What follows belongs to an exercise in optimizing a design on an open flow for small area, a short achievable clock period and few clock cycles per item; a production flow would make more cautious choices. Function was checked by simulation only, so behaviour that the tests miss may differ from the original. No activity file was given, so power comes from the tool's default toggle rates.

## v46
Design mult_pipe_mac, start of the top module:
module mult_pipe_mac #(
  parameter int AW    = 18,
  parameter int BW    = 18,
  parameter int LAT   = 3,
  parameter int GUARD = 8
) (
  input  logic                   clk,
  input  logic                   rst,
  input  logic                   in_valid,
  output logic                   in_ready,
  input  logic [AW-1:0]          in_a,
  input  logic [BW-1:0]          in_b,
  input  logic                   in_signed,
  input  logic [1:0]             in_mode,
  output logic                   out_valid,
  input  logic                   out_ready,
  output logic [AW+BW+GUARD-1:0] out_data,
  output logic                   out_ovf
);
clock: 8.0 ns
lec_check: 0
cap_margin: 20
core_margin: 2
core_utilization: 50
place_density: 0.75
setup_slack_margin: 3.8
slew_margin: 20
synth_hierarchical: 1
standard.sh (not shown) runs the stock make flow with config.mk's settings and CLKGATE_MAP_FILE= SYNTH_SCRIPT=/design/flow/synth_recipe.tcl, a recipe that flattens the netlist after the stock synthesis.
==> flow/flow/run.sh <==
#!/bin/bash
set -euo pipefail
W=$PWD
RES=$W/orfs/results/$FLOW_PLATFORM/mult_pipe_mac/base
export BUFFER_PORTS_ARGS="-buffer_cell sky130_fd_sc_hd__buf_2"
bash standard.sh synth > synth.log 2>&1
sed -i 's/\bsky130_fd_sc_hd__a22oi_2\b/sky130_fd_sc_hd__a22oi_1/' "$RES/1_2_yosys.v"
touch "$RES/1_2_yosys.v"
grep -c 'sky130_fd_sc_hd__a22oi_1' "$RES/1_2_yosys.v" > downsize.log 2>&1 || true
bash standard.sh finish > layout.log 2>&1
Testbench counts of v46, summed over its fixed seeds: cycles 32,024, items 32,000.
For v14, these inputs were changed with respect to v46:
- a change of SETUP_SLACK_MARGIN from 3.8 to 4.5
- a deleted PLACE_DENSITY that had been 0.75
- a change of CORE_UTILIZATION from 50 to 40
==> flow/run.sh (new file) <==
#!/bin/bash
# synth_recipe.tcl (not shown) runs the flow's synth.tcl, then flattens the netlist and writes it again
# the make line also repeats each setting of config.mk as NAME=value (left out here)
make -C /OpenROAD-flow-scripts/flow DESIGN_CONFIG=/design/flow/config.mk WORK_HOME=/design/flow/orfs CLKGATE_MAP_FILE= SYNTH_SCRIPT=/design/flow/synth_recipe.tcl finish
removed: flow/flow/run.sh
removed: flow/standard.sh
==> comparison <==
[v14] summed area of non-filler cells in the final layout rose 22% relative to v46. Between v14 and v46, it is v14 whose placeable core area is higher, by 11000 µm². In v14, power is higher than in v46. Die area, v46 and v14: smaller value in v46. A cell with the largest stage delay on the worst path of sky130_fd_sc_hd__fa_1 is what v14 shows, while sky130_fd_sc_hd__edfxtp_1 belongs to v46.
Modified inputs, v33 compared to v14
- a change of SETUP_SLACK_MARGIN from 4.5 to 4.1
==> summary.txt <==
met3 wirelength from detailed routing for v33: 96 µm up relative to v14
End point of the critical path = out_ovf_r: v14; end point of the critical path = out_data_r[34]: v33
In v33 the fraction of the core area covered by cells at the end of the flow turned out 3.5 points lower than in v14.
In the metrics for v14 and v33, the one carrying the lower clock network area share is v14.
v33 supports a lower top clock frequency than v14.
Taking v14 as the reference point, the total power draw of v33 falls by 7.8%.
Count of non-CTS buffers in the layout, v14 and v33: higher on v14
The run showing the smaller power per cell area is v33.
Against v14 as the reference, v33 delivers a higher post-route fraction of the period consumed by the critical path.
Ratio of cells with drive above 1 in the final layout was lower in the run labelled v33.
Relative to v33, the following input files were edited for v35:
- CORE_UTILIZATION: 40 -> 50
- PLACE_DENSITY: unset -> 0.75
- GPL_ROUTABILITY_DRIVEN: unset -> 0
==> flow/flow/run.sh (new file) <==
#!/bin/bash
set -euo pipefail
W=$PWD
RES=$W/orfs/results/$FLOW_PLATFORM/mult_pipe_mac/base
export BUFFER_PORTS_ARGS="-buffer_cell sky130_fd_sc_hd__buf_2"
bash standard.sh synth > synth.log 2>&1
sed -i 's/\bsky130_fd_sc_hd__a22oi_2\b/sky130_fd_sc_hd__a22oi_1/' "$RES/1_2_yosys.v"
touch "$RES/1_2_yosys.v"
grep -c 'sky130_fd_sc_hd__a22oi_1' "$RES/1_2_yosys.v" > downsize.log 2>&1 || true
bash standard.sh finish > layout.log 2>&1
==> flow/standard.sh (new file) <==
#!/bin/bash
# synth_recipe.tcl (not shown) runs the flow's synth.tcl, then flattens the netlist and writes it again
# the make line also repeats each setting of config.mk as NAME=value (left out here)
make -C /OpenROAD-flow-scripts/flow DESIGN_CONFIG=/design/flow/config.mk WORK_HOME=/design/flow/orfs CLKGATE_MAP_FILE= SYNTH_SCRIPT=/design/flow/synth_recipe.tcl "${@:-finish}"
removed: flow/run.sh
==> summary.txt <==
Re smallest hold slack: v33 was higher than v35. Higher horizontal die dimension was reported by v33, not v35. The share of the core filled with cells reported for v35 is greater than that of v33 by 10 points. Summary of v35 over v33: final area went down 1900 µm²; largest net degree at the start of global routing went down 9.0%; core footprint went down about 24%; maximum operating frequency went up 0.0028 GHz; total length of routed wires went down about 5.5%. Row cell row count: v35 lower / v33 higher.

-- what the ideal ports hide --
How much do the figures lean on ideal ports? The routed layouts below were timed once more, with nothing changed but the port constraints. Step 1 assumes that a clkbuf_16 drives the clock port and a buf_2 every other input. Step 2, shift: input delay + t, output delay - t, t = (earliest + latest rising clock arrival at the registers) / 2. This alone moves slack from input paths to output paths. a / b / c = ideal ports / drivers / drivers and shift; a / b = the first two.
| run | t, ns | slack for setup (ns) | latest minus earliest clock arrival (ns) |
|---|---|---|---|
| v46 | 0.567 | 3.859 / 3.859 / 3.859 | 0.033 / 0.033 |
| v14 | 0.579 | 4.136 / 4.136 / 4.136 | 0.013 / 0.013 |
| v33 | 0.568 | 4.090 / 4.090 / 3.979 | 0.019 / 0.019 |
| v35 | 0.563 | 4.133 / 4.133 / 3.984 | 0.022 / 0.022 |
After both steps every run listed still meets setup and hold. The setup slack of v35, which loses most, moves by 0.000 ns with the drivers and by -0.149 ns with both steps.
